Background: an optimization exercise with open tools, aiming at small area, a short achievable clock period and few clock cycles per item. Do not read the settings as production practice.
The RTL was checked by simulation tests, not by an equivalence proof against the original design.

[flow/run.sh]
#!/bin/bash
# synth_recipe.tcl (not shown) runs the flow's synth.tcl, then flattens the netlist and writes it again
# the make line also repeats each setting of config.mk as NAME=value (left out here)
make -C /OpenROAD-flow-scripts/flow DESIGN_CONFIG=/design/flow/config.mk WORK_HOME=/design/flow/orfs CLKGATE_MAP_FILE= SYNTH_SCRIPT=/design/flow/synth_recipe.tcl finish
[flow/config.mk]
export PLATFORM = sky130hd
export DESIGN_NAME = oflow_match
export DESIGN_NICKNAME = oflow_match
export VERILOG_FILES = /design/flow/design.v
export SDC_FILE = /design/flow/constraint.sdc
export NUM_CORES = 4
export LEC_CHECK = 0
export CAP_MARGIN = 20
export CORE_MARGIN = 2
export CORE_UTILIZATION = 40
export SETUP_SLACK_MARGIN = 2.5
export SLEW_MARGIN = 20
export TNS_END_PERCENT = 100
[flow/design.v]
module oflow_match (
	input  logic        clk,
	input  logic        reset_N,
	input  logic        start,
	input  logic        hist_we,
	input  logic [1:0]  hist_addr,
	input  logic [9:0]  hist_x_tl,
	input  logic [9:0]  hist_y_tl,
	input  logic [9:0]  hist_x_br,
	input  logic [9:0]  hist_y_br,
	input  logic [9:0]  cur_x_tl,
	input  logic [9:0]  cur_y_tl,
	input  logic [9:0]  cur_x_br,
	input  logic [9:0]  cur_y_br,
	output logic        done,
	output logic        busy,
	output logic [1:0]  best_idx,
	output logic [15:0] best_cost,
	output logic        no_match
);
	function automatic logic [9:0] span(input logic [9:0] tl, input logic [9:0] br);
		span = (br > tl) ? (br - tl) : 10'd0;
	endfunction
	function automatic logic [1:0] qsel(input logic [4:0] a, input logic [4:0] b, input logic [4:0] m);
		logic [3:0] s, c, y;
		s = a[4:1] ^ b[4:1] ^ m[4:1];
		c = (a[3:0] & b[3:0]) | (a[3:0] & m[3:0]) | (b[3:0] & m[3:0]);
		y = s + c;
		qsel = {!y[3], y[3] && (y != 4'hf)};
	endfunction
	function automatic logic sgn3(input logic [7:0] a, input logic [7:0] b, input logic [7:0] k);
		logic [7:0] s;
		s = a + b + k;
		sgn3 = s[7];
	endfunction
	logic [39:0] hist_q [4];
	logic [3:0]  hval_q;
	always_ff @(posedge clk) begin
		if (hist_we)
			hist_q[hist_addr] <= {hist_x_tl, hist_y_tl, hist_x_br, hist_y_br};
	end
	always_ff @(posedge clk or posedge reset_N) begin
		if (reset_N)
			hval_q <= 4'b0;
		else if (hist_we)
			hval_q[hist_addr] <= 1'b1;
	end
	logic       go;
	logic [3:0] ov;            
	logic [3:0] rem_q;         
	logic [2:0] hold_q;        
	logic [3:0] pend;          
	logic [1:0] s0_ix;         
	logic       ent;           
	assign go = start && !busy;
	always_comb begin
		for (int i = 0; i < 4; i++)
			ov[i] = hval_q[i] &&
			        (cur_x_br > hist_q[i][39:30]) && (hist_q[i][19:10] > cur_x_tl) &&
			        (cur_y_br > hist_q[i][29:20]) && (hist_q[i][9:0]   > cur_y_tl);
	end
	assign pend  = go ? ov : rem_q;
	assign s0_ix = pend[0] ? 2'd0 : pend[1] ? 2'd1 : pend[2] ? 2'd2 : 2'd3;
	assign ent   = (go || (busy && hold_q == 3'd0)) && (pend != 4'b0000);
	always_ff @(posedge clk or posedge reset_N) begin
		if (reset_N) begin
			rem_q  <= 4'b0000;
			hold_q <= 3'd0;
		end else if (go || busy) begin
			rem_q  <= ent ? (pend & (pend - 4'd1)) : pend;
			hold_q <= ent ? 3'd3 : (hold_q != 3'd0) ? hold_q - 3'd1 : 3'd0;
		end else begin
			rem_q  <= 4'b0000;
			hold_q <= 3'd0;
		end
	end
	logic [39:0] hb;
	logic [9:0]  s0_iw, s0_ih, s0_bw, s0_bh, s0_aw, s0_ah;
	logic [10:0] dx_aa, dx_ab, dx_ba, dx_bb, dy_aa, dy_ab, dy_ba, dy_bb, dx_i, dy_i;
	assign hb = hval_q[s0_ix] ? hist_q[s0_ix] : 40'd0;
	assign dx_aa = {1'b0, cur_x_br}  - {1'b0, cur_x_tl};
	assign dx_ab = {1'b0, cur_x_br}  - {1'b0, hb[39:30]};
	assign dx_ba = {1'b0, hb[19:10]} - {1'b0, cur_x_tl};
	assign dx_bb = {1'b0, hb[19:10]} - {1'b0, hb[39:30]};
	assign dy_aa = {1'b0, cur_y_br}  - {1'b0, cur_y_tl};
	assign dy_ab = {1'b0, cur_y_br}  - {1'b0, hb[29:20]};
	assign dy_ba = {1'b0, hb[9:0]}   - {1'b0, cur_y_tl};
	assign dy_bb = {1'b0, hb[9:0]}   - {1'b0, hb[29:20]};
	always_comb begin
		case ({cur_x_br < hb[19:10], cur_x_tl > hb[39:30]})
			2'b11:   dx_i = dx_aa;
			2'b10:   dx_i = dx_ab;
			2'b01:   dx_i = dx_ba;
			default: dx_i = dx_bb;
		endcase
		case ({cur_y_br < hb[9:0], cur_y_tl > hb[29:20]})
			2'b11:   dy_i = dy_aa;
			2'b10:   dy_i = dy_ab;
			2'b01:   dy_i = dy_ba;
			default: dy_i = dy_bb;
		endcase
		s0_iw = dx_i[10]  ? 10'd0 : dx_i[9:0];
		s0_ih = dy_i[10]  ? 10'd0 : dy_i[9:0];
		s0_bw = dx_bb[10] ? 10'd0 : dx_bb[9:0];
		s0_bh = dy_bb[10] ? 10'd0 : dy_bb[9:0];
		s0_aw = dx_aa[10] ? 10'd0 : dx_aa[9:0];
		s0_ah = dy_aa[10] ? 10'd0 : dy_aa[9:0];
	end
	logic       r1_v;
	logic [1:0] r1_ix;
	logic [9:0] r1_iw, r1_ih, r1_bw, r1_bh, r1_aw, r1_ah;
	always_ff @(posedge clk) begin
		r1_ix <= s0_ix;
		r1_iw <= s0_iw;
		r1_ih <= s0_ih;
		r1_bw <= s0_bw;
		r1_bh <= s0_bh;
		r1_aw <= s0_aw;
		r1_ah <= s0_ah;
	end
	logic [19:0] s1_it, s1_ab, s1_aa;
	logic [20:0] s1_u, s1_us, s1_uc, s1_un, s1_a1, s1_b1, s1_mj;
	assign s1_it = 20'(r1_iw) * r1_ih;
	assign s1_ab = 20'(r1_bw) * r1_bh;
	assign s1_aa = 20'(r1_aw) * r1_ah;
	assign s1_a1 = {1'b0, s1_aa};
	assign s1_b1 = {1'b0, s1_ab};
	assign s1_un = ~{1'b0, s1_it};
	assign s1_us = s1_a1 ^ s1_b1 ^ s1_un;
	assign s1_mj = (s1_a1 & s1_b1) | (s1_a1 & s1_un) | (s1_b1 & s1_un);
	assign s1_uc = {s1_mj[19:0], 1'b1};
	assign s1_u  = s1_us + s1_uc;
	logic        r2_v;
	logic [1:0]  r2_ix;
	logic [19:0] r2_it;
	logic [20:0] r2_u;
	always_ff @(posedge clk) begin
		r2_ix <= r1_ix;
		r2_it <= s1_it;
		r2_u  <= s1_u;
	end
	logic [20:0] s2_u0, s2_u1, s2_u2, s2_u3, s2_u4;
	logic [20:0] s2_x0, s2_x1, s2_x2, s2_x3, s2_x4;
	logic [19:0] s2_dd;
	logic        s2_z;
	assign s2_z  = (r2_u == 21'd0);
	assign {s2_u0, s2_x0} = (r2_u[20:5] == 16'd0)   ? {r2_u << 16, 21'(r2_it) << 16} : {r2_u, 21'(r2_it)};
	assign {s2_u1, s2_x1} = (s2_u0[20:13] == 8'd0)  ? {s2_u0 << 8, s2_x0 << 8} : {s2_u0, s2_x0};
	assign {s2_u2, s2_x2} = (s2_u1[20:17] == 4'd0)  ? {s2_u1 << 4, s2_x1 << 4} : {s2_u1, s2_x1};
	assign {s2_u3, s2_x3} = (s2_u2[20:19] == 2'd0)  ? {s2_u2 << 2, s2_x2 << 2} : {s2_u2, s2_x2};
	assign {s2_u4, s2_x4} = (s2_u3[20] == 1'b0)     ? {s2_u3 << 1, s2_x3 << 1} : {s2_u3, s2_x3};
	assign s2_dd  = s2_u4[19:0];
	logic [22:0] s2_ws0, s2_wc0;
	logic [15:0] s2_q0, s2_qm0;
	assign s2_ws0 = {2'b00, s2_x4};    
	assign s2_wc0 = 23'd0;
	assign s2_q0  = 16'd0;
	assign s2_qm0 = 16'hffff;
	logic [22:0] s2_p0_a, s2_p0_b, s2_p0_m, s2_p0_c, s2_p0_ws, s2_p0_wc;
	logic [1:0]  s2_p0_cp, s2_p0_cz, s2_p0_cn;
	logic        s2_p0_np, s2_p0_nn;
	logic [15:0] s2_p0_q, s2_p0_qm;
	assign s2_p0_a   = {s2_ws0[21:0], 1'b0};
	assign s2_p0_b   = {s2_wc0[21:0], 1'b0};
	assign s2_p0_m   = ({23{1'b1}} & ~{3'b001, s2_dd}) | ({23{1'b0}} & {3'b001, s2_dd});
	assign s2_p0_ws  = s2_p0_a ^ s2_p0_b ^ s2_p0_m;
	assign s2_p0_c   = (s2_p0_a & s2_p0_b) | (s2_p0_a & s2_p0_m) | (s2_p0_b & s2_p0_m);
	assign s2_p0_wc  = {s2_p0_c[21:0], 1'b1};
	assign s2_p0_cp  = qsel(s2_p0_a[22:18], s2_p0_b[22:18], ~{3'b001, s2_dd[19:18]});
	assign s2_p0_cz  = qsel(s2_p0_a[22:18], s2_p0_b[22:18], 5'b00000);
	assign s2_p0_cn  = qsel(s2_p0_a[22:18], s2_p0_b[22:18], {3'b001, s2_dd[19:18]});
	assign {s2_p0_np, s2_p0_nn} = 1'b1 ? s2_p0_cp : (1'b0 ? s2_p0_cn : s2_p0_cz);
	assign s2_p0_q   = 1'b0 ? {s2_qm0[14:0], 1'b1} : {s2_q0[14:0], 1'b1};
	assign s2_p0_qm  = 1'b1 ? {s2_q0[14:0], 1'b0} : {s2_qm0[14:0], !1'b0};
	logic [22:0] s2_p1_a, s2_p1_b, s2_p1_m, s2_p1_c, s2_p1_ws, s2_p1_wc;
	logic [1:0]  s2_p1_cp, s2_p1_cz, s2_p1_cn;
	logic        s2_p1_np, s2_p1_nn;
	logic [15:0] s2_p1_q, s2_p1_qm;
	assign s2_p1_a   = {s2_p0_ws[21:0], 1'b0};
	assign s2_p1_b   = {s2_p0_wc[21:0], 1'b0};
	assign s2_p1_m   = ({23{s2_p0_np}} & ~{3'b001, s2_dd}) | ({23{s2_p0_nn}} & {3'b001, s2_dd});
	assign s2_p1_ws  = s2_p1_a ^ s2_p1_b ^ s2_p1_m;
	assign s2_p1_c   = (s2_p1_a & s2_p1_b) | (s2_p1_a & s2_p1_m) | (s2_p1_b & s2_p1_m);
	assign s2_p1_wc  = {s2_p1_c[21:0], s2_p0_np};
	assign s2_p1_cp  = qsel(s2_p1_a[22:18], s2_p1_b[22:18], ~{3'b001, s2_dd[19:18]});
	assign s2_p1_cz  = qsel(s2_p1_a[22:18], s2_p1_b[22:18], 5'b00000);
	assign s2_p1_cn  = qsel(s2_p1_a[22:18], s2_p1_b[22:18], {3'b001, s2_dd[19:18]});
	assign {s2_p1_np, s2_p1_nn} = s2_p0_np ? s2_p1_cp : (s2_p0_nn ? s2_p1_cn : s2_p1_cz);
	assign s2_p1_q   = s2_p0_nn ? {s2_p0_qm[14:0], 1'b1} : {s2_p0_q[14:0], s2_p0_np};
	assign s2_p1_qm  = s2_p0_np ? {s2_p0_q[14:0], 1'b0} : {s2_p0_qm[14:0], !s2_p0_nn};
	logic        dv_act;       
	logic [2:0]  dv_cnt;       
	logic [1:0]  dv_ix;
	logic        dv_z;
	logic [19:0] dv_dd;
	logic [22:0] dv_ws, dv_wc;
	logic        dv_np, dv_nn;
	logic [15:0] dv_q, dv_qm;
	logic        fv;           
	assign fv = dv_act && (dv_cnt == 3'd3);
	logic [22:0] it0_a, it0_b, it0_m, it0_c, it0_ws, it0_wc;
	logic [1:0]  it0_cp, it0_cz, it0_cn;
	logic        it0_np, it0_nn;
	logic [15:0] it0_q, it0_qm;
	assign it0_a   = {dv_ws[21:0], 1'b0};
	assign it0_b   = {dv_wc[21:0], 1'b0};
	assign it0_m   = ({23{dv_np}} & ~{3'b001, dv_dd}) | ({23{dv_nn}} & {3'b001, dv_dd});
	assign it0_ws  = it0_a ^ it0_b ^ it0_m;
	assign it0_c   = (it0_a & it0_b) | (it0_a & it0_m) | (it0_b & it0_m);
	assign it0_wc  = {it0_c[21:0], dv_np};
	assign it0_cp  = qsel(it0_a[22:18], it0_b[22:18], ~{3'b001, dv_dd[19:18]});
	assign it0_cz  = qsel(it0_a[22:18], it0_b[22:18], 5'b00000);
	assign it0_cn  = qsel(it0_a[22:18], it0_b[22:18], {3'b001, dv_dd[19:18]});
	assign {it0_np, it0_nn} = dv_np ? it0_cp : (dv_nn ? it0_cn : it0_cz);
	assign it0_q   = dv_nn ? {dv_qm[14:0], 1'b1} : {dv_q[14:0], dv_np};
	assign it0_qm  = dv_np ? {dv_q[14:0], 1'b0} : {dv_qm[14:0], !dv_nn};
	logic [22:0] it1_a, it1_b, it1_m, it1_c, it1_ws, it1_wc;
	logic [1:0]  it1_cp, it1_cz, it1_cn;
	logic        it1_np, it1_nn;
	logic [15:0] it1_q, it1_qm;
	assign it1_a   = {it0_ws[21:0], 1'b0};
	assign it1_b   = {it0_wc[21:0], 1'b0};
	assign it1_m   = ({23{it0_np}} & ~{3'b001, dv_dd}) | ({23{it0_nn}} & {3'b001, dv_dd});
	assign it1_ws  = it1_a ^ it1_b ^ it1_m;
	assign it1_c   = (it1_a & it1_b) | (it1_a & it1_m) | (it1_b & it1_m);
	assign it1_wc  = {it1_c[21:0], it0_np};
	assign it1_cp  = qsel(it1_a[22:18], it1_b[22:18], ~{3'b001, dv_dd[19:18]});
	assign it1_cz  = qsel(it1_a[22:18], it1_b[22:18], 5'b00000);
	assign it1_cn  = qsel(it1_a[22:18], it1_b[22:18], {3'b001, dv_dd[19:18]});
	assign {it1_np, it1_nn} = it0_np ? it1_cp : (it0_nn ? it1_cn : it1_cz);
	assign it1_q   = it0_nn ? {it0_qm[14:0], 1'b1} : {it0_q[14:0], it0_np};
	assign it1_qm  = it0_np ? {it0_q[14:0], 1'b0} : {it0_qm[14:0], !it0_nn};
	logic [22:0] it2_a, it2_b, it2_m, it2_c, it2_ws, it2_wc;
	logic [1:0]  it2_cp, it2_cz, it2_cn;
	logic        it2_np, it2_nn;
	logic [15:0] it2_q, it2_qm;
	assign it2_a   = {it1_ws[21:0], 1'b0};
	assign it2_b   = {it1_wc[21:0], 1'b0};
	assign it2_m   = ({23{it1_np}} & ~{3'b001, dv_dd}) | ({23{it1_nn}} & {3'b001, dv_dd});
	assign it2_ws  = it2_a ^ it2_b ^ it2_m;
	assign it2_c   = (it2_a & it2_b) | (it2_a & it2_m) | (it2_b & it2_m);
	assign it2_wc  = {it2_c[21:0], it1_np};
	assign it2_cp  = qsel(it2_a[22:18], it2_b[22:18], ~{3'b001, dv_dd[19:18]});
	assign it2_cz  = qsel(it2_a[22:18], it2_b[22:18], 5'b00000);
	assign it2_cn  = qsel(it2_a[22:18], it2_b[22:18], {3'b001, dv_dd[19:18]});
	assign {it2_np, it2_nn} = it1_np ? it2_cp : (it1_nn ? it2_cn : it2_cz);
	assign it2_q   = it1_nn ? {it1_qm[14:0], 1'b1} : {it1_q[14:0], it1_np};
	assign it2_qm  = it1_np ? {it1_q[14:0], 1'b0} : {it1_qm[14:0], !it1_nn};
	logic [22:0] it3_a, it3_b, it3_m, it3_c, it3_ws, it3_wc;
	logic [1:0]  it3_cp, it3_cz, it3_cn;
	logic        it3_np, it3_nn;
	logic [15:0] it3_q, it3_qm;
	assign it3_a   = {it2_ws[21:0], 1'b0};
	assign it3_b   = {it2_wc[21:0], 1'b0};
	assign it3_m   = ({23{it2_np}} & ~{3'b001, dv_dd}) | ({23{it2_nn}} & {3'b001, dv_dd});
	assign it3_ws  = it3_a ^ it3_b ^ it3_m;
	assign it3_c   = (it3_a & it3_b) | (it3_a & it3_m) | (it3_b & it3_m);
	assign it3_wc  = {it3_c[21:0], it2_np};
	assign it3_cp  = qsel(it3_a[22:18], it3_b[22:18], ~{3'b001, dv_dd[19:18]});
	assign it3_cz  = qsel(it3_a[22:18], it3_b[22:18], 5'b00000);
	assign it3_cn  = qsel(it3_a[22:18], it3_b[22:18], {3'b001, dv_dd[19:18]});
	assign {it3_np, it3_nn} = it2_np ? it3_cp : (it2_nn ? it3_cn : it3_cz);
	assign it3_q   = it2_nn ? {it2_qm[14:0], 1'b1} : {it2_q[14:0], it2_np};
	assign it3_qm  = it2_np ? {it2_q[14:0], 1'b0} : {it2_qm[14:0], !it2_nn};
	always_ff @(posedge clk) begin
		if (r2_v) begin
			dv_ix <= r2_ix;
			dv_z  <= s2_z;
			dv_dd <= s2_dd;
			dv_ws <= s2_p1_ws;
			dv_wc <= s2_p1_wc;
			dv_np <= s2_p1_np;
			dv_nn <= s2_p1_nn;
			dv_q  <= s2_p1_q;
			dv_qm <= s2_p1_qm;
		end else begin
			dv_ws <= it3_ws;
			dv_wc <= it3_wc;
			dv_np <= it3_np;
			dv_nn <= it3_nn;
			dv_q  <= it3_q;
			dv_qm <= it3_qm;
		end
	end
	always_ff @(posedge clk or posedge reset_N) begin
		if (reset_N) begin
			r1_v   <= 1'b0;
			r2_v   <= 1'b0;
			dv_act <= 1'b0;
			dv_cnt <= 3'd0;
		end else begin
			r1_v <= ent;
			r2_v <= r1_v;
			if (r2_v) begin
				dv_act <= 1'b1;
				dv_cnt <= 3'd0;
			end else if (fv) begin
				dv_act <= 1'b0;
			end else if (dv_act) begin
				dv_cnt <= dv_cnt + 3'd1;
			end
		end
	end
	logic [22:0] f0_a, f0_b, f0_m, f0_c, f0_ws, f0_wc;
	logic [1:0]  f0_cp, f0_cz, f0_cn;
	logic        f0_np, f0_nn;
	logic [15:0] f0_q, f0_qm;
	assign f0_a   = {dv_ws[21:0], 1'b0};
	assign f0_b   = {dv_wc[21:0], 1'b0};
	assign f0_m   = ({23{dv_np}} & ~{3'b001, dv_dd}) | ({23{dv_nn}} & {3'b001, dv_dd});
	assign f0_ws  = f0_a ^ f0_b ^ f0_m;
	assign f0_c   = (f0_a & f0_b) | (f0_a & f0_m) | (f0_b & f0_m);
	assign f0_wc  = {f0_c[21:0], dv_np};
	assign f0_cp  = qsel(f0_a[22:18], f0_b[22:18], ~{3'b001, dv_dd[19:18]});
	assign f0_cz  = qsel(f0_a[22:18], f0_b[22:18], 5'b00000);
	assign f0_cn  = qsel(f0_a[22:18], f0_b[22:18], {3'b001, dv_dd[19:18]});
	assign {f0_np, f0_nn} = dv_np ? f0_cp : (dv_nn ? f0_cn : f0_cz);
	assign f0_q   = dv_nn ? {dv_qm[14:0], 1'b1} : {dv_q[14:0], dv_np};
	assign f0_qm  = dv_np ? {dv_q[14:0], 1'b0} : {dv_qm[14:0], !dv_nn};
	logic [22:0] f1_a, f1_b, f1_m, f1_c, f1_ws, f1_wc;
	logic [1:0]  f1_cp, f1_cz, f1_cn;
	logic        f1_np, f1_nn;
	logic [15:0] f1_q, f1_qm;
	assign f1_a   = {f0_ws[21:0], 1'b0};
	assign f1_b   = {f0_wc[21:0], 1'b0};
	assign f1_m   = ({23{f0_np}} & ~{3'b001, dv_dd}) | ({23{f0_nn}} & {3'b001, dv_dd});
	assign f1_ws  = f1_a ^ f1_b ^ f1_m;
	assign f1_c   = (f1_a & f1_b) | (f1_a & f1_m) | (f1_b & f1_m);
	assign f1_wc  = {f1_c[21:0], f0_np};
	assign f1_cp  = qsel(f1_a[22:18], f1_b[22:18], ~{3'b001, dv_dd[19:18]});
	assign f1_cz  = qsel(f1_a[22:18], f1_b[22:18], 5'b00000);
	assign f1_cn  = qsel(f1_a[22:18], f1_b[22:18], {3'b001, dv_dd[19:18]});
	assign {f1_np, f1_nn} = f0_np ? f1_cp : (f0_nn ? f1_cn : f1_cz);
	assign f1_q   = f0_nn ? {f0_qm[14:0], 1'b1} : {f0_q[14:0], f0_np};
	assign f1_qm  = f0_np ? {f0_q[14:0], 1'b0} : {f0_qm[14:0], !f0_nn};
	logic        fh_ltq, fh_eqq, fh_ltm, fh_eqm, fh_t3q, fh_t3m, fh_nzq, fh_nzm;
	logic        f_ltq, f_ltm, f_nmq, f_nmm, fl_ok;
	assign fh_ltq = (~f0_q[14:0] < bc_q[15:1]);
	assign fh_eqq = (~f0_q[14:0] == bc_q[15:1]);
	assign fh_ltm = (~f0_qm[14:0] < bc_q[15:1]);
	assign fh_eqm = (~f0_qm[14:0] == bc_q[15:1]);
	assign fh_t3q = &(~f0_q[14:12]);
	assign fh_t3m = &(~f0_qm[14:12]);
	assign fh_nzq = |(~f0_q[11:0]);
	assign fh_nzm = |(~f0_qm[11:0]);
	assign fl_ok  = fv && !dv_z;
	assign f_ltq  = fl_ok && (f0_nn ? (fh_ltm || (fh_eqm && bc_q[0])) : (fh_ltq || (fh_eqq && f0_np && bc_q[0])));
	assign f_ltm  = fl_ok && (f0_np ? fh_ltq : (fh_ltm || (fh_eqm && !f0_nn && bc_q[0])));
	assign f_nmq  = !fl_ok || (f0_nn ? (fh_t3m && fh_nzm) : (fh_t3q && (fh_nzq || !f0_np)));
	assign f_nmm  = !fl_ok || (f0_np ? (fh_t3q) : (fh_t3m && (fh_nzm || f0_nn)));
	logic [22:0] fs_a, fs_b, fs_d, fs_p, fs_z, fs_n;
	logic        f_neg;
	assign fs_a  = {f0_ws[21:0], 1'b0};
	assign fs_b  = {f0_wc[21:0], 1'b0};
	assign fs_d  = {3'b001, dv_dd};
	assign fs_p  = fs_a + fs_b + ~fs_d + 23'd1;
	assign fs_z  = fs_a + fs_b;
	assign fs_n  = fs_a + fs_b + fs_d;
	assign f_neg = f0_np ? fs_p[22] : f0_nn ? fs_n[22] : fs_z[22];
	logic        f_inv;        
	logic [15:0] fc_q, fc_m;   
	logic        lt_q, lt_m;   
	logic [15:0] fcost;
	logic        f_lt;
	assign f_inv  = !fv || dv_z;
	assign fc_q   = f_inv ? 16'hffff : ~f1_q;
	assign fc_m   = f_inv ? 16'hffff : ~f1_qm;
	assign lt_q   = f_ltq;
	assign lt_m   = f_ltm;
	assign fcost  = f_neg ? fc_m : fc_q;
	assign f_lt   = f_neg ? lt_m : lt_q;
	logic        inflight;
	logic [15:0] lc_q;
	logic [1:0]  li_q;
	logic        ll_q;         
	logic [15:0] bc_q;
	logic [1:0]  bi_q;
	logic        nm_b, nm_l;
	assign inflight = (rem_q != 4'b0000) || r1_v || r2_v || (dv_act && !fv);
	assign done     = busy && !inflight;
	always_ff @(posedge clk or posedge reset_N) begin
		if (reset_N) begin
			busy <= 1'b0;
			lc_q <= 16'hffff;
			li_q <= 2'd0;
			ll_q <= 1'b0;
			bc_q <= 16'hffff;
			bi_q <= 2'd0;
		end else if (go) begin
			busy <= 1'b1;
			bc_q <= 16'hffff;
			bi_q <= 2'd0;
		end else if (busy) begin
			if (done) begin
				busy <= 1'b0;
				lc_q <= fcost;
				li_q <= dv_ix;
				ll_q <= f_lt;
			end else if (f_lt) begin
				bc_q <= fcost;
				bi_q <= dv_ix;
			end
		end
	end
	logic [15:0] sel_m, sel_q, sel_i, out_a, out_b;
	logic [1:0]  idx_m, idx_q, idx_i, oix_a, oix_b;
	logic        nm_m, nm_q, nm_i, onm_a, onm_b;
	assign nm_b  = (bc_q > 16'he000);
	assign nm_l  = (lc_q > 16'he000);
	assign sel_m = lt_m ? fc_m : bc_q;
	assign sel_q = lt_q ? fc_q : bc_q;
	assign sel_i = ll_q ? lc_q : bc_q;
	assign idx_m = lt_m ? dv_ix : bi_q;
	assign idx_q = lt_q ? dv_ix : bi_q;
	assign idx_i = ll_q ? li_q : bi_q;
	assign nm_m  = lt_m ? f_nmm : nm_b;
	assign nm_q  = lt_q ? f_nmq : nm_b;
	assign nm_i  = ll_q ? nm_l : nm_b;
	assign out_a = busy ? sel_m : sel_i;
	assign out_b = busy ? sel_q : sel_i;
	assign oix_a = busy ? idx_m : idx_i;
	assign oix_b = busy ? idx_q : idx_i;
	assign onm_a = busy ? nm_m : nm_i;
	assign onm_b = busy ? nm_q : nm_i;
	assign best_cost = f_neg ? out_a : out_b;
	assign best_idx  = f_neg ? oix_a : oix_b;
	assign no_match  = f_neg ? onm_a : onm_b;
endmodule
[flow/constraint.sdc]
create_clock -name core_clock -period 9.0 [get_ports {clk}]
set_input_delay 1.8000 -clock core_clock [delete_from_list [all_inputs] [get_ports {clk}]]
set_output_delay 1.8000 -clock core_clock [all_outputs]
set_load 0.01 [all_outputs]
==> results.txt <==
routing by layer:
| layer | vias to the layer above | track usage | wire (um) |
|---|---|---|---|
| li1 | 18114 | - | - |
| met1 | 18825 | 0.311 | 62200 |
| met2 | 1215 | 0.407 | 70300 |
| met3 | 313 | 0.0265 | 7760 |
| met4 | 0 | 0.0878 | 6630 |
| met5 | - | 0 | 0 |
logic make-up after synthesis:
group,share of synthesized area
buf+inv,0.0749
flops,0.227
mux,0.0549
compound gates,0.149
simple gates,0.134
xor+xnor,0.0363
fa+ha+maj,0.324
through the flow:
| stage | hold slack, ns | util | area, sq um | std cells |
|---|---|---|---|---|
| after floorplan | 0.310 | - | 47300 | 5075 |
| after global placement | 0.313 | 0.436 | 49900 | 6590 |
| after detailed placement | 0.314 | 0.436 | 49900 | 6590 |
| after CTS | 0.322 | 0.472 | 54000 | 6841 |
| after global routing | 0.337 | 0.496 | 56700 | 6987 |
| final | 0.322 | 0.496 | 56700 | 6987 |
worst paths after layout:
path | from | slack [ns] | endpoint | cells after the start
hold reg to reg | r1_ix[0]$_DFF_P_ | 0.32 | r2_ix[0]$_DFF_P_ | 0
setup reg to reg | dv_dd[19]$_DFFE_PP_ | 2.20 | dv_ws[9]$_DFF_P_ | 31
hold / removal | r1_ix[0]$_DFF_P_ | 0.32 | r2_ix[0]$_DFF_P_ | 0
setup / recovery | dv_nn$_DFF_P_ | 0.64 | best_cost[1] | 27
min in group asynchronous | reset_N | 1.66 | li_q[1]$_DFFE_PP0P_ | 3
max in group asynchronous | reset_N | 6.74 | r2_v$_DFF_PP0_ | 3
timing repair:
action                     4_1_cts  5_1_grt
cloned                           7       10
resized for setup              475      392
setup buffers                  146      136
setup endpoints to repair      154      156
pin swaps                      106      193
worst max-delay path, cell delays in order, from the launching register on:
cell	delay, ns
dfxtp_4	0.42
buf_6	0.15
mux2i_2	0.07
fa_1	0.52
inv_2	0.07
ha_4	0.18
a211oi_4	0.23
o21ai_2	0.10
nand4_1	0.10
nand4b_1	0.22
a2111oi_4	0.42
nor2_2	0.11
xor2_2	0.19
ha_1	0.30
or4_4	0.51
a2111oi_4	0.19
nand2_1	0.10
a21oi_2	0.13
o31a_1	0.14
o31ai_1	0.06
mux2_4	0.33
xor2_4	0.38
buf_12	0.18
buf_4	0.11
a211oi_1	0.04
a41o_1	0.28
a221o_1	0.27
buf_2	0.14
registers in the layout (all words and copies together), names as in the netlist, 10 cells and up:
signal	flops
hist_q	160
r2_u	21
lc_q	16
r2_it	20
r1_aw	10
dv_wc	21
r1_iw	10
dv_ws	22
dv_qm	14
r1_bw	10
r1_ah	10
r1_bh	10
r1_ih	10
dv_q	14
dv_dd	20
bc_q	16
cells in the mapped netlist, types with 131 or more instances:
cell / count
inv_1: 720
and2_1: 172
a21o_1: 131
mux2i_1: 155
clkbuf_1: 151
edfxtp_1: 183
a21oi_1: 279
fa_1: 339
o21ai_0: 170
nand2_1: 414
dfxtp_1: 178
nor2_1: 328
ha_1: 652
layout make-up:
class	count	area, sq um
clock buffer	71	1530
multi-input combinational	3755	35200
clock inverter	27	330
inverter	724	2810
tap	1512	1890
sequential	416	10600
timing repair buffer	482	4400
fill	10501	57600
==> metrics.cfg <==
[sta]
slew_headroom=0.263
period_share=0.928
fmax_mhz=120
period_needed_ns=8.36
setup_viol=0
worstMarginPinSlew_ns=1.10
finalSetupTns_ns=0
hold_violations=0
worst_slack_ns=0.644
drv_slew=0
rsz0062_at_grt=true
clock_skew_ns=0.0721

[clock_tree]
cts_buffer_depth=3
cts.sinks=416
cts_max_level=2
clk_latency_ns=0.67
postCtsHoldBufs=0
cts_tree=done
clk_pin_slew_ns=0.06
cts-buffers-inserted=52
cts-root-buf=clkbuf_16

[routing]
dr_total_vias=38467
initialDrtViolationCount=2708
first_pass_iters=6
antenna_left=0
routed_wl_mm=147
drc=0
wl_per_cell_um=21.0
viasPerCell=5.51

[die]
die_area_sq_um=118000
row_count=124
die_w_um=344
io-pin-count=107
start_util=0.404
chipHeight_um=344
coreArea_sq_um=114000

[global_route]
grt_pass1_wl_mm=220
grt_max_degree=63
grt-ovfl-total=0
grt_pass1_vias=38061
grt.total_usage=0.238
grt_antenna_before_repair=0

[worst_hold_path]
hold_class=reg2reg

[logic_synthesis]
async_reset_ff_frac=0.132
synth_top_area_frac=0.177
synth-edff-count=183
ys_types=89
ys_seq_area_frac=0.227
synth_top_flop_cell=edfxtp_1
syn_nets=6152
yosysTopAreaCell=ha_1
synth_warnings=1
syn_inst=5075
avgSynthCellArea_sq_um=9.09
synth.area.top_cells=ha_1 18%, fa_1 15%, edfxtp_1 12%, dfxtp_1 7.7%, inv_1 5.9%
syn-cell-area_sq_um=46200
synth_seq_cells=416

[place]
dp_hpwl_mm=110
place.gp.congestion=0.952
portBuffers=106
place_ws_ns=0.413

[job]
cap_violations=0

[cells_and_area]
mostFrequentLayoutCells=668 x inv_1, 575 x ha_1, 384 x nand2_1
drive_above_1_share=0.225
nets=6508
area_growth_pct=23.0
final_common_cell=inv_1
antenna_cells=0

[worst_setup_path]
critical_path_required_ns=7.20
crit_path_start_kind=flip-flop
cp_max_fo=6
endpoint_kind=output port
cp_data_arrival_time_ns=6.56
worstSetupPathType=reg2out

[outcome]
outcome=timing/DRC/antenna clean

Testbench counts, summed over its fixed seeds: cycles 3,622, runs 512.

## afterwards: timing with drivers on the ports
The flow's constraints put no driver on any port. The routed layout listed below was extracted and timed again, unchanged, in two steps. Step 1 assumes that a clkbuf_16 drives the clock port and a buf_2 every other input. Step 2 times the ports against the registers' clock, not the clock port: input delays grow and output delays shrink by t, the midpoint of the rising clock arrivals with the driver on. Three values: ideal, step 1, step 2; two values: the first two.
t (ns): 0.705
slack for setup (ns): 0.644 / 0.574 / 1.279
cell pins on the clock port's net: 1
After both steps this run still meets setup and hold. The setup slack of this run moves by -0.070 ns with the drivers and by +0.635 ns with both steps.
